This is an optimization exercise on Yosys and OpenROAD, whose aim is small area, not a production implementation.
At most, simulation tests tie the RTL to the original design; equivalence was not proved.
For runs 4 and 6, only the layout was checked, not whether the RTL still works.
Power figures rest on the tool's default switching activity, not on a simulated workload.

--- flow/flow/run.sh ---
#!/bin/bash
set -euo pipefail
cd "$(dirname "$0")/.."
WORK=$PWD
export AREA_ABC_SCRIPT=$WORK/flow/area.abc
export BUFFER_PORTS_ARGS="-buffer_cell sky130_fd_sc_hd__buf_1"
export CTS_ARGS="-sink_clustering_enable -repair_clock_nets -dont_use_dummy_load -buf_list sky130_fd_sc_hd__clkbuf_4 -sink_clustering_size 10 -sink_clustering_max_diameter 60"
sed "s#$WORK/synth_recipe.tcl#$WORK/flow/synth_area.tcl#g" standard.sh > area_standard.sh
grep -q "flow/synth_area.tcl" area_standard.sh
bash area_standard.sh > standard_flow.log 2>&1
--- flow/flow/area.abc ---
strash
&get -n
&deepsyn -T 20
&put
dch -f
map -a
topo
--- flow/flow/synth_area.tcl ---
proc synth {args} { yosys synth -nofsm -noshare {*}$args }
proc abc {args} {
  set i [lsearch -exact $args -script]
  if {$i >= 0} { set args [lreplace $args [expr {$i + 1}] [expr {$i + 1}] $::env(AREA_ABC_SCRIPT)] }
  yosys abc {*}$args
}
source $::env(SCRIPTS_DIR)/synth.tcl
# left out here: clear keep_hierarchy, flatten, clean up, hide names made inside functions, write 1_2_yosys.v
--- flow/standard.sh ---
#!/bin/bash
# synth_recipe.tcl (not shown) runs the flow's synth.tcl, then flattens the netlist and writes it again
# the make line also repeats each setting of config.mk as NAME=value (left out here)
make -C /OpenROAD-flow-scripts/flow DESIGN_CONFIG=/design/flow/config.mk WORK_HOME=/design/flow/orfs CLKGATE_MAP_FILE= SYNTH_SCRIPT=/design/flow/synth_recipe.tcl "${@:-finish}"
--- flow/config.mk ---
export PLATFORM = sky130hd
export DESIGN_NAME = lidar_scan_top
export DESIGN_NICKNAME = lidar_scan_top
export VERILOG_FILES = /design/flow/design.v
export SDC_FILE = /design/flow/constraint.sdc
export NUM_CORES = 4
export LEC_CHECK = 0
export CAP_MARGIN = 20
export CORE_MARGIN = 2
export CORE_UTILIZATION = 60
export SLEW_MARGIN = 20
--- flow/constraint.sdc ---
create_clock -name core_clock -period 8.0 [get_ports {clk}]
set_input_delay 1.6000 -clock core_clock [delete_from_list [all_inputs] [get_ports {clk}]]
set_output_delay 1.6000 -clock core_clock [all_outputs]
set_load 0.01 [all_outputs]
--- flow/design.v ---
package lidar_pkg;
    localparam logic [7:0] HEADER_FIRST  = 8'h55;
    localparam logic [7:0] HEADER_SECOND = 8'hAA;
    localparam logic [3:0] ST_HUNT1 = 4'd0;
    localparam logic [3:0] ST_HUNT2 = 4'd1;
    localparam logic [3:0] ST_COUNT = 4'd2;
    localparam logic [3:0] ST_S_LO  = 4'd3;
    localparam logic [3:0] ST_S_HI  = 4'd4;
    localparam logic [3:0] ST_E_LO  = 4'd5;
    localparam logic [3:0] ST_E_HI  = 4'd6;
    localparam logic [3:0] ST_D_LO  = 4'd7;
    localparam logic [3:0] ST_D_HI  = 4'd8;
endpackage
`timescale 1ns/1ns
module lidar_scan_top (
    input  logic        clk,
    input  logic        TxD_reset,
    input  logic [7:0]  data,
    input  logic        take_data,
    output logic [15:0] min_angle,
    output logic [15:0] max_angle,
    output logic [15:0] obs_alert,
    output logic        result_valid
);
    logic [3:0]  state;
    logic [7:0]  low_byte;
    logic [7:0]  count;        
    logic [7:0]  idx;          
    logic [15:0] start_angle;
    logic [15:0] span;
    logic        take;
    logic [15:0] word;
    logic [15:0] span_nx;
    logic [7:0]  idx_inc;
    logic        last;
    logic        at_count, at_s_hi, at_e_hi, at_d_hi;
    logic        count_ok;
    assign take     = take_data & ~TxD_reset;
    assign word     = {data, low_byte};
    rc_inc #(8) u_idx_inc (.a(idx), .ci(1'b1), .s(idx_inc), .co());
    assign last     = (idx_inc == count);
    assign at_count = (state == lidar_pkg::ST_COUNT);
    assign at_s_hi  = (state == lidar_pkg::ST_S_HI);
    assign at_e_hi  = (state == lidar_pkg::ST_E_HI);
    assign at_d_hi  = (state == lidar_pkg::ST_D_HI);
    assign count_ok = (data[7:1] != 7'd0);
    rc_add #(16) u_span (.a(word), .b(~start_angle), .ci(1'b1), .s(span_nx), .co());
    always_ff @(posedge clk) begin
        if (TxD_reset) begin
            state <= lidar_pkg::ST_HUNT1;
        end else if (take_data) begin
            case (state)
                lidar_pkg::ST_HUNT1:
                    if (data == lidar_pkg::HEADER_FIRST) state <= lidar_pkg::ST_HUNT2;
                lidar_pkg::ST_HUNT2:
                    if (data == lidar_pkg::HEADER_SECOND) state <= lidar_pkg::ST_COUNT;
                    else if (data != lidar_pkg::HEADER_FIRST) state <= lidar_pkg::ST_HUNT1;
                lidar_pkg::ST_COUNT:
                    state <= count_ok ? lidar_pkg::ST_S_LO : lidar_pkg::ST_HUNT1;
                lidar_pkg::ST_D_HI:
                    state <= last ? lidar_pkg::ST_HUNT1 : lidar_pkg::ST_D_LO;
                default:
                    state <= state + 4'd1;
            endcase
        end
    end
    always_ff @(posedge clk) begin
        if (take_data) begin
            low_byte <= data;
            if (at_count) count <= data;
            if (at_s_hi) start_angle <= word;
            if (at_e_hi) span <= span_nx;
            if (at_d_hi) idx <= idx_inc;
            else if (state != lidar_pkg::ST_D_LO) idx <= 8'd0;
        end
    end
    logic [15:0] min_dist, max_dist;
    logic [7:0]  min_idx, max_idx;
    logic [7:0]  min_idx_nx, max_idx_nx;
    logic        nonzero, first, upd_min, upd_max, sample;
    assign sample     = take & at_d_hi;
    assign nonzero    = (word != 16'd0);
    assign first      = (idx == 8'd0);
    logic        ge_min, le_max;
    rc_carry #(16) u_cmp_min (.a(word), .b(~min_dist), .ci(1'b1), .co(ge_min));
    rc_carry #(16) u_cmp_max (.a(max_dist), .b(~word), .ci(1'b1), .co(le_max));
    assign upd_min    = first | (nonzero & ~ge_min);
    assign upd_max    = first | (nonzero & ~le_max);
    assign min_idx_nx = upd_min ? idx : min_idx;
    assign max_idx_nx = upd_max ? idx : max_idx;
    always_ff @(posedge clk) begin
        if (sample) begin
            if (upd_min) begin
                min_dist <= word | {16{~nonzero}};
                min_idx  <= idx;
            end
            if (upd_max) begin
                max_dist <= word;
                max_idx  <= idx;
            end
        end
    end
    logic [1:0] pend;
    always_ff @(posedge clk) begin
        if (TxD_reset) begin
            pend      <= 2'b00;
            obs_alert <= 16'd0;
        end else begin
            if (pend == 2'b01) obs_alert <= 16'd0;
            else if (pend[1]) obs_alert <= {pend[0], obs_alert[15:1]};
            pend <= 2'b00;
            if (take & at_count & count_ok) pend <= 2'b01;
            else if (sample & nonzero & (idx[7:4] == 4'd0))
                pend <= {1'b1, (word[15:7] == 9'd0)};
        end
    end
    logic [47:0] w;
    logic [7:0]  divisor;
    logic [15:0] base;
    logic        busy;
    logic [5:0]  step;
    logic [5:0]  step_inc;
    logic        done_pkt;
    logic        m_mul, m_div, m_add;      
    logic        bit_a, bit_b;             
    logic        nxt_a, nxt_b;
    logic [16:0] lo_a;                     
    logic [7:0]  inc_a;                    
    logic [8:0]  dif_a;                    
    logic        fits;
    logic [16:0] lo_b;                     
    logic [6:0]  inc_b;
    logic        b16, cy16;
    assign done_pkt = sample & last;
    rc_inc #(6) u_step_inc (.a(step), .ci(1'b1), .s(step_inc), .co());
    assign nxt_a = done_pkt ? max_idx_nx[6] : (step_inc[5:3] == 3'd0) & max_idx[~step_inc[2:0]];
    assign nxt_b = done_pkt ? min_idx_nx[6] : (step_inc[5:3] == 3'd0) & min_idx[~step_inc[2:0]];
    rc_add #(16) u_lo_a (.a({w[38:24], 1'b0}), .b(bit_a ? span : 16'd0), .ci(1'b0),
                         .s(lo_a[15:0]), .co(lo_a[16]));
    rc_inc #(8) u_inc_a (.a(w[46:39]), .ci(lo_a[16]), .s(inc_a), .co());
    rc_add #(8) u_dif_a (.a(w[46:39]), .b(~divisor), .ci(1'b1), .s(dif_a[7:0]), .co(dif_a[8]));
    assign fits  = m_div & (w[47] | dif_a[8]);
    rc_add #(16) u_lo_b (.a({w[14:0], 1'b0}),
                         .b((bit_b ? span : 16'd0) | (m_add ? {base[14:0], 1'b0} : 16'd0)),
                         .ci(1'b0), .s(lo_b[15:0]), .co(lo_b[16]));
    rc_inc #(7) u_inc_b (.a(w[22:16]), .ci(cy16), .s(inc_b), .co());
    assign b16  = w[15] ^ (m_add & base[15]) ^ lo_b[16];
    assign cy16 = ~m_add & w[15] & lo_b[16];
    always_ff @(posedge clk) begin
        w[47:41] <= fits ? dif_a[7:1] : inc_a[7:1];
        w[23:17] <= inc_b;
        bit_a    <= nxt_a;
        bit_b    <= nxt_b;
        m_mul    <= done_pkt | (step_inc[5:3] == 3'd0);
        m_div    <= ~done_pkt & ((step_inc[5:3] == 3'd1) | (step_inc[5:3] == 3'd2) |
                                 (step_inc[5:3] == 3'd4) | (step_inc[5:3] == 3'd5));
        m_add    <= ~done_pkt & ((step_inc == 6'd24) | (step_inc == 6'd48));
        if (done_pkt) begin
            w[40]    <= 1'b0;
            w[39:24] <= max_idx_nx[7] ? span : 16'd0;
            w[16]    <= 1'b0;
            w[15:0]  <= min_idx_nx[7] ? span : 16'd0;
            divisor  <= idx;
            base     <= start_angle;
            step     <= 6'd1;
        end else begin
            w[40]    <= fits ? dif_a[0] : inc_a[0];
            w[39:24] <= {lo_a[15:1], lo_a[0] | (~m_mul & w[23])};
            w[16]    <= b16;
            w[15:0]  <= {lo_b[15:1], lo_b[0] | fits};
            step     <= step_inc;
        end
    end
    always_ff @(posedge clk) begin
        if (TxD_reset) begin
            busy         <= 1'b0;
        end else begin
            if (done_pkt) busy <= 1'b1;
            else if (step == 6'd49) busy <= 1'b0;
        end
    end
    assign result_valid = busy & (step == 6'd49);
    assign max_angle = w[40:25];
    assign min_angle = w[16:1];
endmodule
module rc_add #(parameter int W = 8) (
    input  logic [W-1:0] a,
    input  logic [W-1:0] b,
    input  logic         ci,
    output logic [W-1:0] s,
    output logic         co
);
    logic [W:0] c;
    assign c[0] = ci;
    for (genvar i = 0; i < W; i++) begin : g_bit
        assign s[i]   = a[i] ^ b[i] ^ c[i];
        assign c[i+1] = (a[i] & b[i]) | (c[i] & (a[i] ^ b[i]));
    end
    assign co = c[W];
endmodule
module rc_carry #(parameter int W = 8) (
    input  logic [W-1:0] a,
    input  logic [W-1:0] b,
    input  logic         ci,
    output logic         co
);
    logic [W:0] c;
    assign c[0] = ci;
    for (genvar i = 0; i < W; i++) begin : g_bit
        assign c[i+1] = (a[i] & b[i]) | (c[i] & (a[i] | b[i]));
    end
    assign co = c[W];
endmodule
module rc_inc #(parameter int W = 8) (
    input  logic [W-1:0] a,
    input  logic         ci,
    output logic [W-1:0] s,
    output logic         co
);
    logic [W:0] c;
    assign c[0] = ci;
    for (genvar i = 0; i < W; i++) begin : g_bit
        assign s[i]   = a[i] ^ c[i];
        assign c[i+1] = a[i] & c[i];
    end
    assign co = c[W];
endmodule
==> results.txt, run 1 <==
- Power share of the combinational group: 32.0%
- The cell area that synthesis handed to floorplanning was 0.00933 sq mm.
- The pre-antenna-repair detailed-routing pass consisted of 6 iterations.
- Clk network pwr share: 15.9%
* Fraction of final layout cells sized beyond drive strength 1: 4.72%
* Post-synth net total: 879
* CTS tree: built
- After synthesis, the netlist uses 32 different library cells.
- Port Buffer Count: 59
- The routed layout has 5652 vias.
- In this run the number of H-tree levels came out at 1.
- Largest vdd supply drop: about 0.18 mV
* Number of max-cap violations: 0
* First-iteration detailed-routing DRC count: 339
* Std-Cell Rows: 45
- The worst path needs 7.68 ns of the cycle, external delays included.
* Clock transition at the registers of the reported paths: 0.10 ns
- At the later pin of the worst-skew pair, clock insertion delay measures 0.61 ns.
- CP required: 8.35 ns
* RSZ-0062 raised after global routing: no
* Critical Path AT: 8.03 ns
- Leaving out fill and tap cells, the most frequent cell in the layout is clkinv_1.
* Die Footprint: roughly 0.017 sq mm
- After detailed placement, the total cell area comes to 0.00964 sq mm.
- The count of final hold-check violations came to 0.
- Number of fill cells in the layout: 1212
- After detailed routing, the number of remaining DRC violations is 0.
* Max Transition Viols Final: 0
- Leakage power of the design: 3.51 nW
* Sink Count: 210
* Maximum number of pins on one net before global-route repair: 37
- In the final layout, flip-flops and latches occupy 0.00549 sq mm.
- During I/O placement, the number of pins put on the boundary was 60.
- Buffer depth of the longest clock path: 3
- Number of warnings printed during yosys synthesis: 1
- Of the total power, the share spent switching nets is 33.9%.
- The first global-routing pass estimated 27800 microns of wire.
- Area overhead of the layout relative to synthesis: 5.36%
* Clock skew after layout: 0.0184 ns
* Register area share after synthesis: between 50% and 60%
- Status: complete, no violations
- Standard cell core area: between 0.015 and 0.02 sq mm
* Post-route cell area: roughly 0.0098 sq mm
- The library cells used most frequently in the layout, excluding fill and tap cells, are 131 x clkinv_1, 128 x edfxtp_1, 82 x dfxtp_1.
- The root buffer cell chosen for the clock tree is clkbuf_4.
- Async set or reset register ratio after synthesis: 0%
- The die is 129 microns tall.
* Global route total overflow: 0
- Detailed placement finished with a half-perimeter wire length of 12800 microns.
- Number of buffers added by the clock tree synthesis step: 24
- The floorplan step set the die width to between 100 and 150 microns.
- The analysis attributes to net switching a power of 0.963 mW.
* Overall routing resource usage: 21.4%
* Transition time at the pin with the least slew margin: ~0.93 ns
- The initial utilization of the core area, before any placement, comes to slightly above 60%.
- Synth Register Bits: 210
- The congestion estimate from routability-driven global placement came to between 0.8 and 0.9.
- Type of the worst setup path: flop to flop
* Antenna violations before repair: 1
* Critical path startpoint category: flop
- Most used flip-flop cell after synthesis: edfxtp_1
- STA classifies the critical path endpoint as a flop.
- Per report_power, the sequential group accounts for between 50% and 60% of the total.
- In this run the worst hold path is classified as flop to flop.
- Number of global-route vias before repair: 5540
- Multi-input logic area: 0.00313 sq mm
- Hold timing on the final database bottoms out at a slack of 0.452 ns.
- Wires add up to 16800 microns.
* Antenna-violating nets left: 0
* Final setup vio count: 0
* EDFF count, synth: around 130
* Relative slew slack: a little under two fifths
- Timing would allow up to approximately 130 MHz.
- Setup total negative slack on the finished layout was measured at 0 ns.
- Cell internal power was estimated by the tool at between 1.5 and 2 mW.
- Synthesis produced a netlist whose cell count is 786.
* Final worst path period share: 96.0%
* Total power divided by cell area: between 200 and 300 mW/mm^2
- Average footprint of a synthesized cell: 11.9 sq um
- In the final design database the tool counted roughly 940 nets.
- Maximum fanout encountered on the critical timing path: 5
* Mean routed wirelength per cell: 16.2 microns
- Using the TritonRoute via totals, the vias-per-cell ratio works out to 5.45.
==> flip-flops by register name, indices dropped and copies added (netlist names), 2 cells and up <==
name / cells
base: 16
count: 8
divisor: 8
idx: 8
low_byte: 8
max_dist: 16
max_idx: 8
min_dist: 16
min_idx: 8
obs_alert: 16
pend: 2
span: 16
start_angle: 16
state: 4
step: 6
w: 48
==> worst paths after layout <==
| path | start | end | slack (ns) | cells after the start |
|---|---|---|---|---|
| setup / recovery | low_byte[0]$_DFFE_PP_ | span[15]$_DFFE_PP_ | 0.32 | 18 |
| hold / removal | w[18]$_DFF_P_ | w[19]$_DFF_P_ | 0.45 | 1 |
| setup reg to reg | low_byte[0]$_DFFE_PP_ | span[15]$_DFFE_PP_ | 0.32 | 18 |
| hold reg to reg | w[18]$_DFF_P_ | w[19]$_DFF_P_ | 0.45 | 1 |
==> layout make-up <==
class | count | share of cell area (%)
Antenna cell | 1 | 0.0254
Inverter | 132 | 5.04
Tap cell | 188 | 2.39
Multi-Input combinational cell | 412 | 31.8
Timing Repair Buffer | 70 | 3.09
Sequential cell | 210 | 55.8
Clock buffer | 24 | 1.83
==> per-layer routing <==
layer / up-vias / GRT usage [%] / part of all wire [%]
met3: 20 / 3.45 / 5.1
met5: - / 0 / 0
met1: 2681 / 31.0 / 48
li1: 2804 / - / -
met4: 0 / 4.73 / 1.0
met2: 147 / 34.9 / 46
==> through the flow <==
stage               power [mW]  util, %  instances  setup slack [ns]
floorplan                 2.25        -        786             0.458
detailed placement        2.42     63.4       1012             0.160
CTS                       2.88     64.6       1036             0.143
finish                    2.84     64.7       1037             0.320
global placement          2.38     63.4       1012             0.237
global route              3.08     64.7       1037            0.0209
==> logic make-up (layout without fill, tap and decap cells) <==
group                      Yosys count  after routing  share of synthesized area [%]
AOI/OAI and AO/OA                  144            144                           9.67
xor gates and xnor gates            10             10                          0.939
adders and majority gates           82             82                           14.9
buffers and inverters              164            226                           7.88
DFF                                210            210                           58.8
muxes                                1              1                          0.107
other                                0              1                              0
and+or+nand+nor                    175            175                           7.70
==> critical path: stages (launching register included) <==
cell and delay [ns]:
edfxtp_1 0.40, inv_2 0.08, ha_1 0.22, fa_1 0.46, fa_1 0.46, fa_1 0.46
fa_1 0.47, fa_1 0.46, fa_1 0.46, fa_1 0.46, fa_1 0.46, fa_1 0.46
fa_1 0.46, fa_1 0.46, fa_1 0.46, fa_1 0.46, fa_1 0.44, xnor2_1 0.14
xor2_1 0.15
==> cells in the mapped netlist, types with 2 or more instances <==
cell	instances	area share, %
a211oi_1	2	0.16
a21oi_1	26	1.4
a221oi_1	9	0.84
a22oi_1	19	1.5
a31oi_1	2	0.13
a32o_1	2	0.21
buf_4	32	2.6
clkinv_1	132	5.3
dfxtp_1	82	18
edfxtp_1	128	41
fa_1	49	11
ha_1	33	4.4
nand2_1	78	3.1
nand3_1	14	0.75
nand4_1	4	0.27
nor2_1	66	2.7
nor3_1	4	0.21
nor4_1	5	0.34
nor4b_1	2	0.19
o21a_1	2	0.16
o21ai_0	32	1.7
o221ai_1	2	0.19
o22ai_1	44	2.9
xnor2_1	7	0.66
xor2_1	3	0.28
==> power by group through the flow <==
stage | Clock [mW] | Combinational [mW] | Sequential (mW)
floorplan | 0 | 0.775 | 1.48
global placement | 0 | 0.880 | 1.50
detailed placement | 0 | 0.918 | 1.51
CTS | 0.474 | 0.922 | 1.48
global route | 0.513 | 1.06 | 1.50
finish | 0.451 | 0.910 | 1.48
==> what timing repair did <==
item / in CTS / in global routing
gates resized for setup: 0 / 1
setup buffers: 0 / 0
hold buffers: 0 / 0
setup endpoints to repair: 0 / 1
==> inputs of run 2 (changes only) <==
--- a/flow/config.mk
+++ b/flow/config.mk
@@ -7,5 +7,6 @@
 export LEC_CHECK = 0
 export CAP_MARGIN = 20
 export CORE_MARGIN = 2
-export CORE_UTILIZATION = 60
+export CORE_UTILIZATION = 65
+export PLACE_DENSITY = 0.75
 export SLEW_MARGIN = 20
==> results.txt, run 2 <==
- Number of max-cap violations: 0 (unchanged)
- The number of buffers created by CTS is 24 (unchanged).
- The number of nets in the final layout was 943 (unchanged).
* Average footprint of a synthesized cell: 11.9 sq um (unchanged)
- The synthesized flop and latch total is 210 (unchanged).
- The residual overflow from global routing came to 0 (unchanged).
- The maximum fanout count along the critical path came to 5 (unchanged).
- The final critical delay including setup and external delays was 7.72 ns (was 7.68 ns).
- Final setup vio count: 0 (unchanged)
- Die Y-Extent: 124 microns (was 129 microns)
- The share of cells above drive strength 1 is 4.83% (was 4.72%).
* Number of vias in the routed layout: 5729 (was 5652)
* Number of distinct library cells after synthesis: 32 (unchanged)
* Buffer depth of the longest clock path: 3 (unchanged)
- Most used flip-flop cell after synthesis: edfxtp_1 (unchanged)
* Number of global-route vias before repair: 5585 (was 5540)
* Most instantiated library cell after synthesis: clkinv_1 (unchanged)
- The category of the critical setup timing path is flop to flop (unchanged).
- Antenna violations before repair: 0 (was 1)
* Cell repeated most along the worst path: fa_1 (unchanged)
- The fmax came to 130 MHz (about the same).
- The final wirelength is 16800 microns (about the same).
- Async set or reset register ratio after synthesis: 0% (unchanged)
* Area overhead of the layout relative to synthesis: 5.26% (was 5.36%)
- Yosys top cell area share: 41.2% (unchanged)
- Max Transition Viols Final: 0 (unchanged)
- The depth of the CTS H-tree is 1 (unchanged).
- Worst path top cell family by delay: adder cells (unchanged)
* Ranking of synthesized cells by area: edfxtp_1 41%, dfxtp_1 18%, fa_1 11%, clkinv_1 5.3%, ha_1 4.4% (unchanged)
- RSZ-0062 raised after global routing: no (unchanged).
* Min-Delay Path Class: flop to flop (unchanged)
- Post-placement setup slack: 0.167 ns (was 0.160 ns)
* Worst-Skew Late Latency: 0.65 ns (was 0.61 ns)
- The number of flops mapped to enable cells by yosys is 128 (unchanged).
- Die Footprint: 0.0153 sq mm (was 0.0166 sq mm)
- The endpoint arrival time on the critical path came to 8.06 ns (was 8.03 ns).
* Setup TNS after final layout: 0 ns (unchanged)
- Post-synth net total: 879 (unchanged)
- Hold_ws: 0.430 ns (was 0.452 ns)
- The number of warning messages in the yosys log came to 1 (unchanged).
- The estimated wirelength of the detail-placed design is 12900 microns (was 12800 microns).
* Routed via count divided by cell count: 5.57 (was 5.45)
- Endpoint type of the worst setup path: flop (unchanged)
- The wire length of the first global-routing pass is 27000 microns (was 27800 microns).
- CP required: 8.34 ns (was 8.35 ns)
- The leakage power of the design was 3.50 nW (was 3.51 nW).
- The transition time of the tightest slew-check pin is 0.945 ns (was 0.934 ns).
- Cells along the critical path: inv_2 -> ha_1 -> fa_1 -> fa_1 -> fa_1 -> fa_1 -> fa_1 -> fa_1 -> fa_1 -> fa_1 -> fa_1 -> fa_1 -> fa_1 -> fa_1 -> fa_1 -> fa_1 -> xnor2_1 -> xor2_1 (unchanged).
- Maximum number of pins on one net before global-route repair: 31 (was 37)
- Status: complete, no violations (unchanged).
- Sink Count: 210 (unchanged)
* Final worst path period share: 96.4% (was 96.0%)
- The number of nets with antenna violations after detailed routing is 0 (unchanged).
* Hold buffer count at CTS: 0 (unchanged)
- The detailed-routing iteration count for the pre-antenna-repair pass is 5 (was 6).
- The die width is 124 microns (was 129 microns).
- The initial cell density of the core is 67.0% (was 61.4%).
- The core outline area came to 0.0139 sq mm (was 0.0152 sq mm).
- The weighted congestion at the end of routability-driven global placement came to 0.946 (was 0.874).
- The CTS tree is built (unchanged).
- Dominant cell type by area after synthesis: edfxtp_1 (unchanged)
* Antenna Diode Count: 0 (was 1)
* Cell at the root of the clock tree: clkbuf_4 (unchanged)
- Port Buffer Count: 59 (unchanged)
- Critical path startpoint category: flop (unchanged)
- The number of DRC violations after detailed-routing iteration 0 came to 372 (was 339).
- The commonest non-fill, non-tap cell in the layout was clkinv_1 (unchanged).
* Clock skew after layout: 0.0749 ns (was 0.0184 ns)
- Register ranked first by flip-flop count: w (unchanged)
* Synth Cell Area: 0.00933 sq mm (unchanged)
- Overall routing resource usage: 23.0% (was 21.4%)
- The remaining routing DRC violations is 0 (unchanged).
- Most frequent cells in the layout: 131 x clkinv_1, 128 x edfxtp_1, 82 x dfxtp_1 (unchanged)
- Relative slew slack: 36.7% (was 37.4%)
- The count of final hold-check violations was 0 (unchanged).
* Setup WS post-layout: 0.285 ns (was 0.320 ns)
- Cell count after synthesis: 786 (unchanged)
- The sequential share of the synthesized area is 58.8% (unchanged).
* Clock transition at the registers of the reported paths: 0.10 ns (about the same)
- Worst path buffer plus inverter count: 1 (unchanged)
- The delay of the slowest cell on the worst path is 0.47 ns (about the same).
- The number of fill cells was 1000 (was 1212).
- The number of top-level pins is 60 (unchanged).
- Flip-flop count of the largest register, all copies and words added: 48 (unchanged)
- The number of rows in the core area was 43 (was 45).
- The areal power density over the cells came to 290 mW/mm^2 (was 289 mW/mm^2).
- The average wire length per cell after detail routing came to 16.4 microns (was 16.2 microns).
- The maximum resistive drop on vdd was 0.173 mV (was 0.180 mV).
- The slowest cell on the critical path is fa_1 (unchanged).
* Most common library cells after synthesis: 132 x clkinv_1, 128 x edfxtp_1, 82 x dfxtp_1 (unchanged)
-- run 2: cell counts after synthesis --
No cell type changed its count.
-- run 2: what timing repair did --
action                     4_1_cts  5_1_grt
setup endpoints to repair        0        2
resized for setup                0        2
buffers inserted                 0        0
-- run 2: cells by family after synthesis --
family          share of synthesized area [%]
buf+inv                                  7.88
xor+xnor                                0.939
compound gates                           9.67
flops                                    58.8
simple gates                             7.70
fa+ha+maj                                14.9
mux                                     0.107
-- run 2: where the power goes --
part           switching, mW  internal, mW
Sequential             0.129          1.36
Combinational          0.531         0.383
Clock                  0.316         0.138
Total                  0.975          1.88
-- run 2: path summary, 6_finish.rpt --
check | from | endpoint | slack [ns] | cells past startpoint
max | low_byte[0]$_DFFE_PP_ | span[15]$_DFFE_PP_ | 0.28 | 18
min | w[22]$_DFF_P_ | w[23]$_DFF_P_ | 0.43 | 1
max reg2reg | low_byte[0]$_DFFE_PP_ | span[15]$_DFFE_PP_ | 0.28 | 18
min reg2reg | w[22]$_DFF_P_ | w[23]$_DFF_P_ | 0.43 | 1
-- run 2: worst reg2reg max path, cell delays in order, from the launching register on --
cell      delay, ns
edfxtp_1       0.40
inv_2          0.08
ha_1           0.22
fa_1           0.46
fa_1           0.46
fa_1           0.46
fa_1           0.47
fa_1           0.47
fa_1           0.46
fa_1           0.46
fa_1           0.46
fa_1           0.46
fa_1           0.46
fa_1           0.46
fa_1           0.46
fa_1           0.46
fa_1           0.44
xnor2_1        0.15
xor2_1         0.14
-- run 2: per-stage QoR --
stage / area [sq um] / util (%) / std cells / total power [mW]
final: 9820 / 70.5 / 1028 / 2.85
after global routing: 9820 / 70.5 / 1028 / 3.08
after CTS: 9810 / 70.4 / 1028 / 2.87
after detailed placement: 9630 / 69.1 / 1004 / 2.43
after global placement: 9630 / 69.1 / 1004 / 2.36
after floorplan: 9330 / - / 786 / 2.25
-- run 2: final cells by class --
cell class              count  area (sq um)  area share [%]
flip-flops and latches    210          5490            55.8
multi-input cells         412          3130            31.9
inverters                 132           495            5.04
repair buffers             70           304            3.10
well taps                 180           225            2.29
clock buffers              24           180            1.83
-- run 2: metal layers --
layer | vias up | track usage [%] | routed length [microns]
li1 | 2813 | - | -
met1 | 2696 | 31.1 | 7460
met2 | 192 | 38.4 | 7970
met3 | 28 | 4.17 | 1010
met4 | 0 | 6.75 | 377
met5 | - | 0 | 0
==> inputs of run 3 (changes only) <==
--- a/flow/config.mk
+++ b/flow/config.mk
@@ -7,6 +7,5 @@
 export LEC_CHECK = 0
 export CAP_MARGIN = 20
 export CORE_MARGIN = 2
-export CORE_UTILIZATION = 65
-export PLACE_DENSITY = 0.75
+export CORE_UTILIZATION = 40
 export SLEW_MARGIN = 20
==> results.txt, run 3 <==
* Status: complete, no violations (unchanged)
- The number of flip-flops under the largest register name came to 48 (unchanged).
- Most common library cell in the layout ignoring fill and taps: clkinv_1 (unchanged)
- The residual overflow from global routing was 0 (unchanged).
- The proportion of total power due to net switching is 33.8% (was 34.2%).
* Overall routing resource usage: 14.6% (was 23.0%)
- The depth of the CTS H-tree is 1 (unchanged).
- The number of max-slew violations in the final report came to 0 (unchanged).
* Most common library cells after synthesis: 132 x clkinv_1, 128 x edfxtp_1, 82 x dfxtp_1 (unchanged)
- The number of nets with antenna violations after detailed routing is 0 (unchanged).
* Routed via count divided by cell count: 4.86 (was 5.57)
* Total power divided by cell area: 284 mW/mm^2 (was 290 mW/mm^2)
- Antenna violations before repair: 1 (was 0)
* Hold buffer count at CTS: 0 (unchanged)
* Number of iterations in the first detailed-routing pass: 5 (unchanged)
- The number of warning messages in the yosys log was 1 (unchanged).
- The share of synthesized flip-flops with an asynchronous set or reset is 0% (unchanged).
- The count of final hold-check violations came to 0 (unchanged).
- The register name with the most flops was w (unchanged).
* Ranking of synthesized cells by area: edfxtp_1 41%, dfxtp_1 18%, fa_1 11%, clkinv_1 5.3%, ha_1 4.4% (unchanged)
* Min-Delay Path Class: flop to flop (unchanged)
- The maximum fanout count along the critical path came to 5 (unchanged).
- Reg power frac: 52.3% (was 52.0%)
- Post-CTS sizing: 0 (unchanged)
- The average wire length per cell after detail routing is 14.8 microns (was 16.4 microns).
- The maximum resistive drop on vdd came to 0.107 mV (was 0.173 mV).
- Final worst path period share: 95.5% (was 96.4%)
- Leakage power of the design: 3.50 nW (about the same)
- Power share of the combinational group: 31.2% (was 32.0%)
- Net switching power: 0.958 mW (was 0.975 mW)
- The transition time of the tightest slew-check pin is 0.971 ns (was 0.945 ns).
- The initial cell density of the core came to 41.0% (was 67.0%).
- The number of buffers created by CTS came to 25 (was 24).
* Clock transition at the registers of the reported paths: 0.11 ns (was 0.10 ns)
* Post-CTS Setup Inserts: 0 (unchanged)
* Cell at the root of the clock tree: clkbuf_4 (unchanged)
- Sink Count: 210 (unchanged)
- The number of standard cells in the layout, taps in and fillers out came to 1161 (was 1028).
* Most frequent cells in the layout: 131 x clkinv_1, 128 x edfxtp_1, 82 x dfxtp_1 (unchanged)
* Setup WS post-layout: 0.359 ns (was 0.285 ns)
- The flip-flop cell with the highest count after synthesis is edfxtp_1 (unchanged).
- Clock skew after layout: 0.0374 ns (was 0.0749 ns)
* Relative slew slack: 34.9% (was 36.7%)
- The layout-stage area growth over the synthesis result is 6.98% (was 5.26%).
- The final critical delay including setup and external delays came to 7.64 ns (was 7.72 ns).
- The final core utilization is 43.8% (was 70.5%).
- The number of placed instances with taps included is 1135 (was 1004).
* Critical path startpoint category: flop (unchanged)
- Most instantiated library cell after synthesis: clkinv_1 (unchanged)
* Port Buffer Count: 59 (unchanged)
- The number of flops mapped to enable cells by yosys came to 128 (unchanged).
- The estimated wirelength of the detail-placed design came to 13000 microns (was 12900 microns).
* Average footprint of a synthesized cell: 11.9 sq um (unchanged)
- Type of the worst setup path: flop to flop (unchanged)
* Endpoint type of the worst setup path: flop (unchanged)
- First-iteration detailed-routing DRC count: 438 (was 372)
- The final wirelength came to 17200 microns (was 16800 microns).
- The area share of the largest cell type after synthesis came to 41.2% (unchanged).
- Number of vias in the routed layout: 5648 (was 5729)
- The core outline area came to 0.0228 sq mm (was 0.0139 sq mm).
* Hold_ws: 0.445 ns (was 0.430 ns)
- Dominant cell type by area after synthesis: edfxtp_1 (unchanged)
- Net count, final: 942 (was 943)
* Post-placement setup slack: 0.168 ns (was 0.167 ns)
- The unique cell type count in the Yosys netlist was 32 (unchanged).
* Number of global-route vias before repair: 5561 (was 5585)
* Die Footprint: 0.0246 sq mm (was 0.0153 sq mm)
* RSZ-0062 raised after global routing: no (unchanged)
- Final Wtd Congestion: 0.809 (was 0.946)
- The synthesized flop and latch total is 210 (unchanged).
- CTS tree: built (unchanged)
- Final setup vio count: 0 (unchanged)
- Critical Path AT: 8.03 ns (was 8.06 ns)
* Cell count after synthesis: 786 (unchanged)
- CP required: 8.39 ns (was 8.34 ns)
- Std-Cell Rows: 55 (was 43)
- The vertical die dimension is 157 microns (was 124 microns).
- Setup TNS after final layout: 0 ns (unchanged)
- The maximum clock path buffer count was 3 (unchanged).
- The fmax came to 131 MHz (was 130 MHz).
* Die Span X: 157 microns (was 124 microns)
* Internal Dissipation: 1.87 mW (was 1.88 mW)
* Number of max-cap violations: 0 (unchanged)
* Post-synth net total: 879 (unchanged)
- Register area share after synthesis: 58.8% (unchanged)
- Fraction of final layout cells sized beyond drive strength 1: 4.84% (was 4.83%)
* Cells along the critical path: inv_2 -> ha_1 -> fa_1 -> fa_1 -> fa_1 -> fa_1 -> fa_1 -> fa_1 -> fa_1 -> fa_1 -> fa_1 -> fa_1 -> fa_1 -> fa_1 -> fa_1 -> fa_1 -> xnor2_1 -> xor2_1 (unchanged)
- Global-route wire length before repair: 28400 microns (was 27000 microns)
- The most numerous cell on the critical path was fa_1 (unchanged).
- Top-Level Pins: 60 (unchanged)
* Clk network pwr share: 16.5% (was 15.9%)
- Worst-Skew Late Latency: 0.63 ns (was 0.65 ns)
- Maximum number of pins on one net before global-route repair: 53 (was 31)
* Maximum cell stage delay along the critical path: 0.47 ns (about the same)
- The slowest cell on the critical path was fa_1 (unchanged).
- Number of remaining DRC errors: 0 (unchanged)
- The total standard cell area after synthesis is 0.00933 sq mm (unchanged).
run 3: cell types whose count changed in the layout (fill, tap and decap cells not counted):
cell      change
buf_4         -2
nor2_4        +1
a21oi_2       +1
clkbuf_4      +1
nor2_1        -1
a21oi_4       -1
diode_2       +1
run 3: layer usage:
layer,global-route usage [%],share of wire (%)
met3,2.74,5.5
met1,21.3,49
met5,0,0
met4,3.98,2.5
met2,22.2,43
run 3: per-stage QoR:
step / total power [mW] / area (sq um)
after floorplan: 2.25 / 9330
after global placement: 2.39 / 9790
after detailed placement: 2.41 / 9790
after CTS: 2.88 / 9970
after global routing: 3.09 / 9980
final: 2.83 / 9980
run 3: worst paths after layout:
kind	startpoint	endpoint	slack (ns)	cells past startpoint
min	w[22]$_DFF_P_	w[23]$_DFF_P_	0.44	1
max reg2reg	low_byte[0]$_DFFE_PP_	span[15]$_DFFE_PP_	0.36	18
max	low_byte[0]$_DFFE_PP_	span[15]$_DFFE_PP_	0.36	18
min reg2reg	w[22]$_DFF_P_	w[23]$_DFF_P_	0.44	1
run 3: area by class of cell:
type                    count  area, sq um
clock buffers              25          188
inverters                 132          495
multi-input cells         412         3130
repair buffers             68          289
flip-flops and latches    210         5490
diodes                      1         2.50
fillers                  2120        12800
well taps                 313          392
run 3: worst max-delay path: cells and delay by family (launching register included):
family,cells,cell delay (ns)
fa+ha+maj,15,6.65
flops,1,0.39
xor+xnor,2,0.29
buf+inv,1,0.08
run 3: cell families (layout without fill, tap and decap cells):
| family | Yosys count | in the layout | share of synthesized area [%] |
|---|---|---|---|
| DFF | 210 | 210 | 58.8 |
| muxes | 1 | 1 | 0.107 |
| and+or+nand+nor | 175 | 175 | 7.70 |
| xor gates and xnor gates | 10 | 10 | 0.939 |
| AOI/OAI and AO/OA | 144 | 144 | 9.67 |
| other | 0 | 1 | 0 |
| buffers and inverters | 164 | 225 | 7.88 |
| adders and majority gates | 82 | 82 | 14.9 |
run 3: power by group through the flow:
stage	Sequential, mW	Combinational (mW)	Clock (mW)
floorplan	1.48	0.775	0
global placement	1.51	0.876	0
detailed placement	1.51	0.896	0
CTS	1.49	0.899	0.492
global route	1.51	1.05	0.531
finish	1.48	0.882	0.467
==> inputs of run 4 (changes only) <==
--- a/flow/design.v
+++ b/flow/design.v
@@ -1,15 +1,15 @@
 package lidar_pkg;
     localparam logic [7:0] HEADER_FIRST  = 8'h55;
     localparam logic [7:0] HEADER_SECOND = 8'hAA;
-    localparam logic [3:0] ST_HUNT1 = 4'd0;
-    localparam logic [3:0] ST_HUNT2 = 4'd1;
-    localparam logic [3:0] ST_COUNT = 4'd2;
-    localparam logic [3:0] ST_S_LO  = 4'd3;
-    localparam logic [3:0] ST_S_HI  = 4'd4;
-    localparam logic [3:0] ST_E_LO  = 4'd5;
-    localparam logic [3:0] ST_E_HI  = 4'd6;
-    localparam logic [3:0] ST_D_LO  = 4'd7;
-    localparam logic [3:0] ST_D_HI  = 4'd8;
+    localparam logic [3:0] ST_HUNT1 = 4'b0000;
+    localparam logic [3:0] ST_HUNT2 = 4'b0001;
+    localparam logic [3:0] ST_COUNT = 4'b0011;
+    localparam logic [3:0] ST_S_LO  = 4'b0010;
+    localparam logic [3:0] ST_S_HI  = 4'b0110;
+    localparam logic [3:0] ST_E_LO  = 4'b0111;
+    localparam logic [3:0] ST_E_HI  = 4'b0101;
+    localparam logic [3:0] ST_D_LO  = 4'b0100;
+    localparam logic [3:0] ST_D_HI  = 4'b1100;
 endpackage
 `timescale 1ns/1ns
 module lidar_scan_top (
@@ -59,8 +59,13 @@
                     state <= count_ok ? lidar_pkg::ST_S_LO : lidar_pkg::ST_HUNT1;
                 lidar_pkg::ST_D_HI:
                     state <= last ? lidar_pkg::ST_HUNT1 : lidar_pkg::ST_D_LO;
+                lidar_pkg::ST_S_LO: state <= lidar_pkg::ST_S_HI;
+                lidar_pkg::ST_S_HI: state <= lidar_pkg::ST_E_LO;
+                lidar_pkg::ST_E_LO: state <= lidar_pkg::ST_E_HI;
+                lidar_pkg::ST_E_HI: state <= lidar_pkg::ST_D_LO;
+                lidar_pkg::ST_D_LO: state <= lidar_pkg::ST_D_HI;
                 default:
-                    state <= state + 4'd1;
+                    state <= lidar_pkg::ST_HUNT1;
             endcase
         end
     end
@@ -135,7 +140,7 @@
     rc_inc #(6) u_step_inc (.a(step), .ci(1'b1), .s(step_inc), .co());
     assign nxt_a = done_pkt ? max_idx_nx[6] : (step_inc[5:3] == 3'd0) & max_idx[~step_inc[2:0]];
     assign nxt_b = done_pkt ? min_idx_nx[6] : (step_inc[5:3] == 3'd0) & min_idx[~step_inc[2:0]];
-    rc_add #(16) u_lo_a (.a({w[38:24], 1'b0}), .b(bit_a ? span : 16'd0), .ci(1'b0),
+    rc_add #(16) u_lo_a (.a({w[38:24], ~m_mul & w[23]}), .b(bit_a ? span : 16'd0), .ci(1'b0),
                          .s(lo_a[15:0]), .co(lo_a[16]));
     rc_inc #(8) u_inc_a (.a(w[46:39]), .ci(lo_a[16]), .s(inc_a), .co());
     rc_add #(8) u_dif_a (.a(w[46:39]), .b(~divisor), .ci(1'b1), .s(dif_a[7:0]), .co(dif_a[8]));
@@ -165,7 +170,7 @@
             step     <= 6'd1;
         end else begin
             w[40]    <= fits ? dif_a[0] : inc_a[0];
-            w[39:24] <= {lo_a[15:1], lo_a[0] | (~m_mul & w[23])};
+            w[39:24] <= lo_a[15:0];
             w[16]    <= b16;
             w[15:0]  <= {lo_b[15:1], lo_b[0] | fits};
             step     <= step_inc;
==> results.txt, run 4 <==
* Status: complete, no violations (unchanged)
- The number of buffers created by CTS is 25 (unchanged).
- Number of global-route vias before repair: 5761 (was 5561)
- The commonest non-fill, non-tap cell in the layout was clkinv_1 (unchanged).
* Transition time at the pin with the least slew margin: 0.991 ns (was 0.971 ns)
* RSZ-0062 raised after global routing: no (unchanged)
- Critical path startpoint category: flop (unchanged)
- Final Wtd Congestion: 0.863 (was 0.809)
- The category of the critical setup timing path is flop to flop (unchanged).
- Multi-input logic area: 0.00310 sq mm (was 0.00313 sq mm)
* Post-detailed-routing wire length: 17800 microns (was 17200 microns)
- Setup WS post-layout: 0.319 ns (was 0.359 ns)
* Most common library cells after synthesis: 135 x clkinv_1, 128 x edfxtp_1, 82 x dfxtp_1 (was 132 x clkinv_1, 128 x edfxtp_1, 82 x dfxtp_1)
- The number of top-level pins came to 60 (unchanged).
- The maximum fanout count along the critical path was 5 (unchanged).
- H-tree levels: 1 (unchanged)
- The number of flip-flops under the largest register name was 48 (unchanged).
- The fmax was 130 MHz (was 131 MHz).
* Final hold violation count: 0 (unchanged)
* Global-route wire length before repair: 29500 microns (was 28400 microns)
* Critical Path AT: 8.07 ns (was 8.03 ns)
* Final total power: 2.52 mW (was 2.83 mW)
* Maximum number of pins on one net before global-route repair: 34 (was 53)
- The root buffer cell is clkbuf_4 (unchanged).
- Most frequent cells in the layout: 134 x clkinv_1, 128 x edfxtp_1, 82 x dfxtp_1 (was 131 x clkinv_1, 128 x edfxtp_1, 82 x dfxtp_1).
- Fraction of final layout cells sized beyond drive strength 1: 5.99% (was 4.84%)
- The peak-usage layer in the global routing report is met2 (unchanged).
- Synth Register Bits: 210 (unchanged)
* Endpoint type of the worst setup path: flop (unchanged)
- Leakage power of the design: 3.55 nW (was 3.50 nW)
- Number of distinct library cells after synthesis: 33 (was 32)
- The clock-pin transition on the worst setup and hold timing paths was 0.11 ns (about the same).
* Starting Density: 40.9% (was 41.0%)
* Number of fill cells in the layout: 2201 (was 2120)
- The die width came to 156 microns (was 157 microns).
* First-iteration detailed-routing DRC count: 330 (was 438)
* Die Footprint: 0.0245 sq mm (was 0.0246 sq mm)
* Net count, final: 943 (was 942)
- The total standard cell area after synthesis was 0.00929 sq mm (was 0.00933 sq mm).
* Average footprint of a synthesized cell: 11.8 sq um (was 11.9 sq um)
* Number of max-cap violations: 0 (unchanged)
- Clock skew after layout: 0.0626 ns (was 0.0374 ns)
- Ranking of synthesized cells by area: edfxtp_1 41%, dfxtp_1 18%, fa_1 11%, clkinv_1 5.5%, ha_1 3.9% (was edfxtp_1 41%, dfxtp_1 18%, fa_1 11%, clkinv_1 5.3%, ha_1 4.4%).
* Most instantiated library cell after synthesis: clkinv_1 (unchanged)
* Die Y-Extent: 156 microns (was 157 microns)
- Most used flip-flop cell after synthesis: edfxtp_1 (unchanged)
- Met3 Usage GRT: 3.16% (was 2.74%)
- The areal power density over the cells was 254 mW/mm^2 (was 284 mW/mm^2).
- The final-layout setup total negative slack was 0 ns (unchanged).
* Total area of sequential cells: 0.00549 sq mm (unchanged)
- The number of instances in the synthesized netlist was 787 (was 786).
- Final setup vio count: 0 (unchanged)
- The number of nets with antenna violations after detailed routing was 0 (unchanged).
- Cells along the critical path: inv_2 -> ha_1 -> fa_1 -> fa_1 -> fa_1 -> fa_1 -> fa_1 -> fa_1 -> fa_1 -> fa_1 -> fa_1 -> fa_1 -> fa_1 -> fa_1 -> fa_1 -> fa_1 -> xnor2_1 -> xor2_1 (unchanged)
- The estimated wirelength of the detail-placed design was 13000 microns (about the same).
- Cell repeated most along the worst path: fa_1 (unchanged)
- The number of warning messages in the yosys log is 1 (unchanged).
* Global route total overflow: 0 (unchanged)
- The met1 track demand over resource in global routing is 22.0% (was 21.3%).
* CP required: 8.39 ns (about the same)
- Number of iterations in the first detailed-routing pass: 5 (unchanged)
- Worst path top cell family by delay: adder cells (unchanged)
- Hold buffer count at CTS: 0 (unchanged)
- The worst hold-check slack was 0.430 ns (was 0.445 ns).
* CTS tree: built (unchanged)
* Routed via count divided by cell count: 4.90 (was 4.86)
- The routing usage on met2 is 23.5% (was 22.2%).
* Critical-path cell with the highest stage delay: fa_1 (unchanged)
- The number of flops mapped to enable cells by yosys is 128 (unchanged).
- The remaining routing DRC violations is 0 (unchanged).
- Post-placement setup slack: 0.0820 ns (was 0.168 ns)
* Largest vdd supply drop: 0.110 mV (was 0.107 mV)
- The net count after synthesis is 877 (was 879).
- Min-Delay Path Class: flop to flop (unchanged)
- The delay of the slowest cell on the worst path came to 0.48 ns (was 0.47 ns).
- Post-route minimum period: 7.68 ns (was 7.64 ns)
- The clock network latency to the later pin of the worst-skew pair came to 0.64 ns (was 0.63 ns).
- The worst relative slew slack was 33.4% (was 34.9%).
* Register ranked first by flip-flop count: w (unchanged)
* Yosys top cell area share: 41.4% (was 41.2%)
- The number of antenna violations at the first check in global routing is 1 (unchanged).
- Max Transition Viols Final: 0 (unchanged)
- The quantity of I/O buffers inserted on ports is 59 (unchanged).
- Dominant cell type by area after synthesis: edfxtp_1 (unchanged)
- Register area share after synthesis: 59.1% (was 58.8%)
* Buffer depth of the longest clock path: 3 (unchanged)
- Sink Count: 210 (unchanged)
- The layout-stage area growth over the synthesis result is 7.09% (was 6.98%).
- Number of vias in the routed layout: 5575 (was 5648)
- Final worst path period share: 96.0% (was 95.5%)
- Overall routing resource usage: 15.2% (was 14.6%)
* Standard cell core area: 0.0227 sq mm (was 0.0228 sq mm)
- The number of rows in the core area was 55 (unchanged).
- Worst path buffer plus inverter count: 1 (unchanged)
- Mean routed wirelength per cell: 15.7 microns (was 14.8 microns)
- The share of synthesized flip-flops with an asynchronous set or reset was 0% (unchanged).
## run 4: cell types whose count changed in the layout (fill, tap and decap cells not counted), moves of 4 or more
cell,change
fa_2,+8
fa_1,-7
nor3_1,+7
ha_1,-4
nand3_1,-4
## run 4: per-layer routing
layer | vias to the layer above | wire length (microns) | share of wire [%]
met5 | - | 0 | 0
met4 | 0 | 320 | 1.8
met3 | 25 | 1020 | 5.7
met2 | 119 | 7810 | 44
met1 | 2637 | 8650 | 49
li1 | 2794 | - | -
## run 4: cell type report
type | instances | area share, %
Multi-Input combinational cell | 410 | 31.1
Clock buffer | 25 | 1.89
Timing Repair Buffer | 71 | 3.13
Sequential cell | 210 | 55.2
Tap cell | 285 | 3.59
Antenna cell | 1 | 0.0252
Inverter | 135 | 5.09
## run 4: worst paths after layout
kind | cells after the start | slack [ns] | from | to
worst max-delay path | 18 | 0.32 | low_byte[0]$_DFFE_PP_ | span[15]$_DFFE_PP_
worst min-delay path | 1 | 0.43 | w[22]$_DFF_P_ | w[23]$_DFF_P_
worst max register to register | 18 | 0.32 | low_byte[0]$_DFFE_PP_ | span[15]$_DFFE_PP_
worst min register to register | 1 | 0.43 | w[22]$_DFF_P_ | w[23]$_DFF_P_
## run 4: what timing repair did
item	CTS	global route
endpoints found under the hold margin	0	0
endpoints found under the setup margin	0	7
gates resized for setup	0	11
setup buffers	0	1
## run 4: report_power, final
part | internal, mW | switching [mW] | total [mW]
Combinational | 0.285 | 0.365 | 0.650
Clock | 0.144 | 0.331 | 0.475
Sequential | 1.30 | 0.104 | 1.40
## run 4: cells by family (layout without fill, tap and decap cells)
kind of cell,after synthesis,after routing,share of synthesized area [%]
flip-flops,210,210,59.1
AND/OR/NAND/NOR,179,179,7.83
buffers and inverters,167,231,8.04
AO/OA/AOI/OAI,139,139,9.15
adder cells (fa/ha/maj),79,79,14.7
XOR/XNOR,12,12,1.13
multiplexers,1,1,0.108
other,0,1,0
## run 4: worst reg2reg max path, stage by stage, from the launching register on
cell,delay (ns)
edfxtp_1,0.40
inv_2,0.08
ha_1,0.22
fa_1,0.45
fa_1,0.46
fa_1,0.46
fa_1,0.47
fa_1,0.46
fa_1,0.46
fa_1,0.47
fa_1,0.48
fa_1,0.46
fa_1,0.46
fa_1,0.47
fa_1,0.46
fa_1,0.46
fa_1,0.44
xnor2_1,0.15
xor2_1,0.14
## run 4: per-stage QoR
stage	utilization, %	std cells	cell area (sq um)
after global routing	43.8	1137	9950
after CTS	43.7	1135	9910
after floorplan	-	787	9290
after detailed placement	42.8	1110	9730
final	43.8	1137	9950
after global placement	42.8	1110	9730
==> inputs of run 5 (changes only) <==
--- a/flow/design.v
+++ b/flow/design.v
@@ -140,7 +140,7 @@
     rc_inc #(6) u_step_inc (.a(step), .ci(1'b1), .s(step_inc), .co());
     assign nxt_a = done_pkt ? max_idx_nx[6] : (step_inc[5:3] == 3'd0) & max_idx[~step_inc[2:0]];
     assign nxt_b = done_pkt ? min_idx_nx[6] : (step_inc[5:3] == 3'd0) & min_idx[~step_inc[2:0]];
-    rc_add #(16) u_lo_a (.a({w[38:24], ~m_mul & w[23]}), .b(bit_a ? span : 16'd0), .ci(1'b0),
+    rc_add #(16) u_lo_a (.a({w[38:24], 1'b0}), .b(bit_a ? span : 16'd0), .ci(1'b0),
                          .s(lo_a[15:0]), .co(lo_a[16]));
     rc_inc #(8) u_inc_a (.a(w[46:39]), .ci(lo_a[16]), .s(inc_a), .co());
     rc_add #(8) u_dif_a (.a(w[46:39]), .b(~divisor), .ci(1'b1), .s(dif_a[7:0]), .co(dif_a[8]));
@@ -170,7 +170,7 @@
             step     <= 6'd1;
         end else begin
             w[40]    <= fits ? dif_a[0] : inc_a[0];
-            w[39:24] <= lo_a[15:0];
+            w[39:24] <= {lo_a[15:1], lo_a[0] | (~m_mul & w[23])};
             w[16]    <= b16;
             w[15:0]  <= {lo_b[15:1], lo_b[0] | fits};
             step     <= step_inc;
==> results.txt, run 5 <==
* CP required: 8.42 ns (was 8.39 ns)
* Number of distinct library cells after synthesis: 33 (unchanged)
* Total power divided by cell area: 260 mW/mm^2 (was 254 mW/mm^2)
- Dominant cell type by area after synthesis: edfxtp_1 (unchanged)
* Most used flip-flop cell after synthesis: edfxtp_1 (unchanged)
* Die Y-Extent: 156 microns (about the same)
- The transition time of the tightest slew-check pin came to 0.974 ns (was 0.991 ns).
- Combinational family with the most area after synthesis: adder cells (unchanged)
- Status: complete, no violations (unchanged)
- The weighted congestion at the end of routability-driven global placement was 0.840 (was 0.863).
- Antenna violations before repair: 1 (unchanged)
- Max Transition Viols Final: 0 (unchanged)
- The number of DRC violations after detailed-routing iteration 0 was 257 (was 330).
- Final hold violation count: 0 (unchanged)
- Fraction of final layout cells sized beyond drive strength 1: 5.70% (was 5.99%)
- Number of standard cells in the final layout excluding fillers: 1128 (was 1137)
- The detailed-routing iteration count for the pre-antenna-repair pass was 4 (was 5).
- The number of placed instances with taps included came to 1103 (was 1110).
- Routed via count divided by cell count: 4.97 (was 4.90)
- The die width is 156 microns (about the same).
- Mean routed wirelength per cell: 15.5 microns (was 15.7 microns)
- Starting Density: 40.9% (about the same)
- The slowest cell on the critical path is fa_1 (unchanged).
- The clock-pin transition on the worst setup and hold timing paths is 0.11 ns (about the same).
* Global-route wire length before repair: 29000 microns (was 29500 microns)
- The final-layout setup total negative slack was 0 ns (unchanged).
* Hold buffer count at CTS: 0 (unchanged)
- The number of violations of the max-capacitance limit was 0 (unchanged).
- Cell repeated most along the worst path: fa_1 (unchanged)
- The quantity of I/O buffers inserted on ports came to 59 (unchanged).
- Fraction of the mapped netlist area in compound gates: 9.36% (was 9.15%)
* Number of warnings printed during yosys synthesis: 1 (unchanged)
- The critical path launch point type was a flop (unchanged).
- The final critical delay including setup and external delays is 7.62 ns (was 7.68 ns).
- Post-CTS Setup Inserts: 0 (unchanged)
* Leakage power of the design: 3.52 nW (was 3.55 nW)
- Xor/xnor cell area share of the yosys netlist: 1.04% (was 1.13%)
- The overall fraction of global-route tracks in use is 15.0% (was 15.2%).
- The synthesized flop and latch total is 210 (unchanged).
* Share of synthesized cell area in full adder, half adder and majority cells: 14.5% (was 14.7%)
* Die Footprint: 0.0244 sq mm (was 0.0245 sq mm)
- Global route total overflow: 0 (unchanged)
* Cells along the critical path: clkinv_1 -> ha_1 -> fa_1 -> fa_1 -> fa_1 -> fa_1 -> fa_1 -> fa_1 -> fa_1 -> fa_1 -> fa_1 -> fa_1 -> fa_1 -> fa_1 -> fa_1 -> fa_1 -> xnor2_1 -> xor2_1 (was inv_2 -> ha_1 -> fa_1 -> fa_1 -> fa_1 -> fa_1 -> fa_1 -> fa_1 -> fa_1 -> fa_1 -> fa_1 -> fa_1 -> fa_1 -> fa_1 -> fa_1 -> fa_1 -> xnor2_1 -> xor2_1)
- Net count, final: 933 (was 943)
- Maximum cell stage delay along the critical path: 0.47 ns (was 0.48 ns)
- The number of top-level pins is 60 (unchanged).
- The category of the critical setup timing path was flop to flop (unchanged).
- The type of destination of the critical path is a flop (unchanged).
- Final setup vio count: 0 (unchanged)
* Final worst path period share: 95.3% (was 96.0%)
* Synth Cell Area: 0.00928 sq mm (was 0.00929 sq mm)
- Flip-flop count of the largest register, all copies and words added: 48 (unchanged)
- Relative slew slack: 34.9% (was 33.4%)
- Average footprint of a synthesized cell: 11.9 sq um (was 11.8 sq um)
- The via total after detailed routing came to 5610 (was 5575).
* Largest vdd supply drop: 0.0983 mV (was 0.110 mV)
- Number of remaining DRC errors: 0 (unchanged)
- The endpoint arrival time on the critical path was 8.04 ns (was 8.07 ns).
* RSZ-0062 raised after global routing: no (unchanged)
- The number of flops mapped to enable cells by yosys is 128 (unchanged).
- The class of the tightest hold or removal check is flop to flop (unchanged).
- The CTS tree is built (unchanged).
- Worst-Skew Late Latency: 0.66 ns (was 0.64 ns)
- The register name with the most flops is w (unchanged).
* Area fraction in and, or, nand and nor cells after synthesis: 7.63% (was 7.83%)
- Maximum number of pins on one net before global-route repair: 38 (was 34)
- Most frequent cells in the layout: 137 x clkinv_1, 128 x edfxtp_1, 82 x dfxtp_1 (was 134 x clkinv_1, 128 x edfxtp_1, 82 x dfxtp_1).
* Most common library cells after synthesis: 138 x clkinv_1, 128 x edfxtp_1, 82 x dfxtp_1 (was 135 x clkinv_1, 128 x edfxtp_1, 82 x dfxtp_1)
- The number of buffer and inverter instances along the worst setup path was 1 (unchanged).
- The most used standard cell by instance count after synthesis is clkinv_1 (unchanged).
- The cell family contributing the most delay on the critical path was adder cells (unchanged).
- The commonest non-fill, non-tap cell in the layout is clkinv_1 (unchanged).
- The core outline area came to 0.0227 sq mm (unchanged).
- The setup clock skew after layout came to 0.0471 ns (was 0.0626 ns).
- The fmax came to 131 MHz (was 130 MHz).
- Post-synth net total: 868 (was 877)
- The final core utilization was 43.7% (was 43.8%).
- The number of instances in the synthesized netlist came to 779 (was 787).
* H-tree levels: 1 (unchanged)
- Number of buffers added by the clock tree synthesis step: 24 (was 25)
* Antenna-violating nets left: 0 (unchanged)
- The multiplexer share of the synthesized area came to 0.229% (was 0.108%).
* Post-detailed-routing wire length: 17500 microns (was 17800 microns)
* Detailed placer's ending HPWL: 13000 microns (about the same)
* Ranking of synthesized cells by area: edfxtp_1 41%, dfxtp_1 18%, fa_1 11%, clkinv_1 5.6%, ha_1 3.9% (was edfxtp_1 41%, dfxtp_1 18%, fa_1 11%, clkinv_1 5.5%, ha_1 3.9%)
* Area overhead of the layout relative to synthesis: 6.83% (was 7.09%)
- The root buffer cell is clkbuf_4 (unchanged).
- Yosys top cell area share: 41.4% (about the same)
- The sequential share of the synthesized area is 59.1% (about the same).
- Number of global-route vias before repair: 5617 (was 5761)
* Final total power: 2.58 mW (was 2.52 mW)
- The total clock sinks came to 210 (unchanged).
- Async set or reset register ratio after synthesis: 0% (unchanged)
* Maximum fanout encountered on the critical timing path: 3 (was 5)
- The maximum clock path buffer count was 3 (unchanged).
- The quantity of gates resized following cts is 0 (unchanged).
- Std-Cell Rows: 55 (unchanged)
run 5: cell types whose count changed in the layout (fill, tap and decap cells not counted), moves of 4 or more:
cell and delta:
nor3_1 +4, o221ai_1 +4, fa_2 -6, nand2_1 -6, fa_1 +5, a21oi_1 -5, o21ai_0 -5, nor2_1 -10
a22oi_1 +4, a221oi_1 -5
run 5: path summary, 6_finish.rpt:
path                         startpoint            endpoint  slack, ns  cells past startpoint
hold reg to reg           w[22]$_DFF_P_       w[23]$_DFF_P_       0.43                      1
setup reg to reg  low_byte[0]$_DFFE_PP_  span[15]$_DFFE_PP_       0.38                     18
hold / removal            w[22]$_DFF_P_       w[23]$_DFF_P_       0.43                      1
setup / recovery  low_byte[0]$_DFFE_PP_  span[15]$_DFFE_PP_       0.38                     18
run 5: through the flow:
step                worst slack [ns]  hold WS (ns)  area, sq um
floorplan                      0.460         0.406         9280
global placement               0.322         0.409         9730
detailed placement             0.287         0.421         9730
CTS                            0.256         0.436         9910
global route                  0.0285         0.449         9920
finish                         0.379         0.431         9920
run 5: layer usage:
layer	global-route usage (%)	part of all wire, %
met1	21.4	48
met4	4.59	2.4
met3	2.60	5.1
met5	0	0
met2	23.5	44
run 5: cell type report:
| class | instances | area, sq um |
|---|---|---|
| clock buffer | 24 | 180 |
| multi-input combinational | 399 | 3060 |
| timing repair buffer | 71 | 312 |
| antenna | 1 | 2.50 |
| sequential | 210 | 5490 |
| inverter | 138 | 518 |
| tap | 285 | 357 |
| fill | 2187 | 12800 |
run 5: worst register-to-register path, delay by kind of cell, from the launching register on:
| family | cells | cell delay [ns] |
|---|---|---|
| fa+ha+maj | 15 | 6.66 |
| flops | 1 | 0.38 |
| xor+xnor | 2 | 0.28 |
| buf+inv | 1 | 0.11 |
run 5: where the power goes:
group / switching, mW / internal [mW]
logic: 0.396 / 0.319
clock network: 0.325 / 0.138
registers: 0.101 / 1.30
total: 0.822 / 1.76
run 5: cell families after synthesis:
| kind of cell | after synthesis |
|---|---|
| buf+inv | 170 |
| flops | 210 |
| fa+ha+maj | 78 |
| mux | 2 |
| compound gates | 137 |
| xor+xnor | 11 |
| simple gates | 171 |
==> inputs of run 6 (changes only) <==
--- a/flow/design.v
+++ b/flow/design.v
@@ -89,14 +89,14 @@
     logic        ge_min, le_max;
     rc_carry #(16) u_cmp_min (.a(word), .b(~min_dist), .ci(1'b1), .co(ge_min));
     rc_carry #(16) u_cmp_max (.a(max_dist), .b(~word), .ci(1'b1), .co(le_max));
-    assign upd_min    = first | (nonzero & ~ge_min);
+    assign upd_min    = first | (nonzero & (~ge_min | ((min_dist == 16'd0) & (word != 16'hFFFF))));
     assign upd_max    = first | (nonzero & ~le_max);
     assign min_idx_nx = upd_min ? idx : min_idx;
     assign max_idx_nx = upd_max ? idx : max_idx;
     always_ff @(posedge clk) begin
         if (sample) begin
             if (upd_min) begin
-                min_dist <= word | {16{~nonzero}};
+                min_dist <= word;
                 min_idx  <= idx;
             end
             if (upd_max) begin
==> results.txt, run 6 <==
- Global route total overflow: 0 (unchanged)
* Most common library cell in the layout ignoring fill and taps: clkinv_1 (unchanged)
- Clock skew after layout: 0.0666 ns (was 0.0471 ns)
- The final critical delay including setup and external delays is 7.70 ns (was 7.62 ns).
* Routed via count divided by cell count: 4.88 (was 4.97)
- The power after layout is 2.61 mW (was 2.58 mW).
- The leakage power of the design was 3.41 nW (was 3.52 nW).
- Most used flip-flop cell after synthesis: edfxtp_1 (unchanged)
- The initial cell density of the core is 41.0% (was 40.9%).
- Hold buffer count at CTS: 0 (unchanged)
- CTS tree: built (unchanged)
- The maximum fanout count along the critical path was 5 (was 3).
- Total power divided by cell area: 262 mW/mm^2 (was 260 mW/mm^2)
- The number of DRC violations after detailed-routing iteration 0 came to 286 (was 257).
- The number of nets in the final layout came to 936 (was 933).
- The most used standard cell by instance count after synthesis was clkinv_1 (unchanged).
- The quantity of I/O buffers inserted on ports is 59 (unchanged).
- The type of destination of the critical path was a flop (unchanged).
- Status: complete, no violations (unchanged)
- Min-Delay Path Class: flop to flop (unchanged)
- Final setup vio count: 0 (unchanged)
- Number of buffers added by the clock tree synthesis step: 26 (was 24)
* Largest vdd supply drop: 0.0901 mV (was 0.0983 mV)
* Worst-Skew Late Latency: 0.67 ns (was 0.66 ns)
- Average footprint of a synthesized cell: 11.9 sq um (about the same)
- The number of flops mapped to enable cells by yosys is 128 (unchanged).
* Register area share after synthesis: 58.9% (was 59.1%)
- Die Footprint: 0.0245 sq mm (was 0.0244 sq mm)
- The ratio of final minimum period to clock period is 96.2% (was 95.3%).
* Transition time at the pin with the least slew margin: 0.754 ns (was 0.974 ns)
- Antenna violations before repair: 1 (unchanged)
- Relative slew slack: 49.7% (was 34.9%)
- The register name with the most flops is w (unchanged).
- The root buffer cell is clkbuf_4 (unchanged).
- Number of warnings printed during yosys synthesis: 1 (unchanged)
* RSZ-0062 raised after global routing: no (unchanged)
* Final hold violation count: 0 (unchanged)
* Number of vias in the routed layout: 5519 (was 5610)
- Synth Register Bits: 210 (unchanged)
* Antenna-violating nets left: 0 (unchanged)
- The category of the critical setup timing path is flop to flop (unchanged).
- The weighted congestion at the end of routability-driven global placement was 0.791 (was 0.840).
- The unique cell type count in the Yosys netlist was 34 (was 33).
- Yosys top cell area share: 41.3% (was 41.4%)
- The via count of the first global-routing pass is 5606 (was 5617).
- The fmax was 130 MHz (was 131 MHz).
* Post-detailed-routing wire length: 17100 microns (was 17500 microns)
* Ranking of synthesized cells by area: edfxtp_1 41%, dfxtp_1 18%, fa_1 11%, clkinv_1 6.0%, ha_1 3.9% (was edfxtp_1 41%, dfxtp_1 18%, fa_1 11%, clkinv_1 5.6%, ha_1 3.9%)
- Die Span X: 157 microns (was 156 microns)
- The share of cells above drive strength 1 came to 5.44% (was 5.70%).
- The endpoint arrival time on the critical path was 8.12 ns (was 8.04 ns).
* Most frequent cells in the layout: 148 x clkinv_1, 128 x edfxtp_1, 82 x dfxtp_1 (was 137 x clkinv_1, 128 x edfxtp_1, 82 x dfxtp_1)
- H-tree levels: 1 (unchanged)
* Std-Cell Rows: 55 (unchanged)
- The share of synthesized flip-flops with an asynchronous set or reset was 0% (unchanged).
- Flip-flop count of the largest register, all copies and words added: 48 (unchanged)
- Global-route wire length before repair: 28400 microns (was 29000 microns)
- Mean routed wirelength per cell: 15.2 microns (was 15.5 microns)
* Cell count after synthesis: 784 (was 779)
- The number of max-slew violations in the final report came to 0 (unchanged).
* Number of max-cap violations: 0 (unchanged)
* Number of placed instances with taps included: 1104 (was 1103)
* Setup TNS after final layout: 0 ns (unchanged)
- The estimated wirelength of the detail-placed design is 12700 microns (was 13000 microns).
- Most common library cells after synthesis: 149 x clkinv_1, 128 x edfxtp_1, 82 x dfxtp_1 (was 138 x clkinv_1, 128 x edfxtp_1, 82 x dfxtp_1).
- Clock transition at the registers of the reported paths: 0.11 ns (about the same)
- Die Y-Extent: 157 microns (was 156 microns)
* Sink Count: 210 (unchanged)
* Top-Level Pins: 60 (unchanged)
* Maximum number of pins on one net before global-route repair: 54 (was 38)
- The data required time at the worst endpoint was 8.42 ns (about the same).
* Post-synth net total: 873 (was 868)
- Standard cell core area: 0.0227 sq mm (unchanged)
- The critical path launch point type is a flop (unchanged).
- Synth Cell Area: 0.00931 sq mm (was 0.00928 sq mm)
* Post-route cell area: 0.00993 sq mm (was 0.00992 sq mm)
- Area after detailed placement: 0.00974 sq mm (was 0.00973 sq mm)
- The layout-stage area growth over the synthesis result came to 6.76% (was 6.83%).
- The cell taking the most area after synthesis is edfxtp_1 (unchanged).
- Buffer depth of the longest clock path: 3 (unchanged)
* Overall routing resource usage: 14.6% (was 15.0%)
- Number of remaining DRC errors: 0 (unchanged)
- Number of iterations in the first detailed-routing pass: 4 (unchanged)
* Number of standard cells in the final layout excluding fillers: 1131 (was 1128)
- The final core utilization was 43.7% (about the same).
run 6: changes by cell type after synthesis, moves of 7 or more:
cell	delta
a221oi_1	+7
clkinv_1	+11
o21ai_0	+13
nand2_1	-15
a22oi_1	-7
run 6: cells by family after synthesis:
group	Yosys count	share of synthesized area (%)
buf+inv	181	8.59
flops	210	58.9
mux	2	0.229
xor+xnor	9	0.847
simple gates	157	7.13
fa+ha+maj	78	14.4
compound gates	147	9.82
run 6: area by class of cell:
type / count / area (sq um)
fillers: 2136 / 12800
flip-flops and latches: 210 / 5490
multi-input cells: 393 / 3050
inverters: 149 / 559
repair buffers: 67 / 282
clock buffers: 26 / 195
well taps: 285 / 357
diodes: 1 / 2.50
run 6: timing repair:
item,in CTS,in global routing
buffers inserted,0,0
resized for setup,0,1
endpoints found under the setup margin,0,1
run 6: final timing paths:
check | start | endpoint | slack (ns) | cells past startpoint
worst min register to register | w[22]$_DFF_P_ | w[23]$_DFF_P_ | 0.45 | 1
worst min-delay path | w[22]$_DFF_P_ | w[23]$_DFF_P_ | 0.45 | 1
worst max register to register | low_byte[0]$_DFFE_PP_ | span[15]$_DFFE_PP_ | 0.30 | 18
worst max-delay path | low_byte[0]$_DFFE_PP_ | span[15]$_DFFE_PP_ | 0.30 | 18
run 6: power breakdown:
group / switching, mW / total [mW] / internal [mW]
Clock: 0.327 / 0.476 / 0.149
Combinational: 0.405 / 0.709 / 0.305
Sequential: 0.105 / 1.42 / 1.32
Total: 0.836 / 2.61 / 1.77
run 6: routing by layer:
layer / global-route usage, % / part of all wire, % / vias up
met5: 0 / 0 / -
met4: 4.46 / 2.0 / 0
met3: 2.66 / 5.0 / 28
met2: 23.2 / 44 / 120
met1: 20.6 / 49 / 2585
li1: - / - / 2786
run 6: worst max-delay path: stages, from the launching register on:
cell,delay [ns]
edfxtp_1,0.42
inv_2,0.08
ha_1,0.22
fa_1,0.46
fa_1,0.48
fa_1,0.47
fa_1,0.47
fa_1,0.46
fa_1,0.46
fa_1,0.46
fa_1,0.46
fa_1,0.46
fa_1,0.46
fa_1,0.46
fa_1,0.46
fa_1,0.46
fa_1,0.44
xnor2_1,0.14
xor2_1,0.15
run 6: per-stage QoR:
step | worst slack [ns] | hold WS (ns)
final | 0.301 | 0.448
after global routing | 0.0273 | 0.460
after CTS | 0.106 | 0.451
after detailed placement | 0.119 | 0.426
after global placement | 0.194 | 0.422
after floorplan | 0.440 | 0.406

Re-timed with assumed drivers on the ports (clkbuf_16 on the clock, buf_2 on other inputs), run 6 has 0.301 ns of setup slack against 0.301 ns with ideal ports, and 0.301 ns once port delays also move by the mid clock arrival of 0.672 ns.
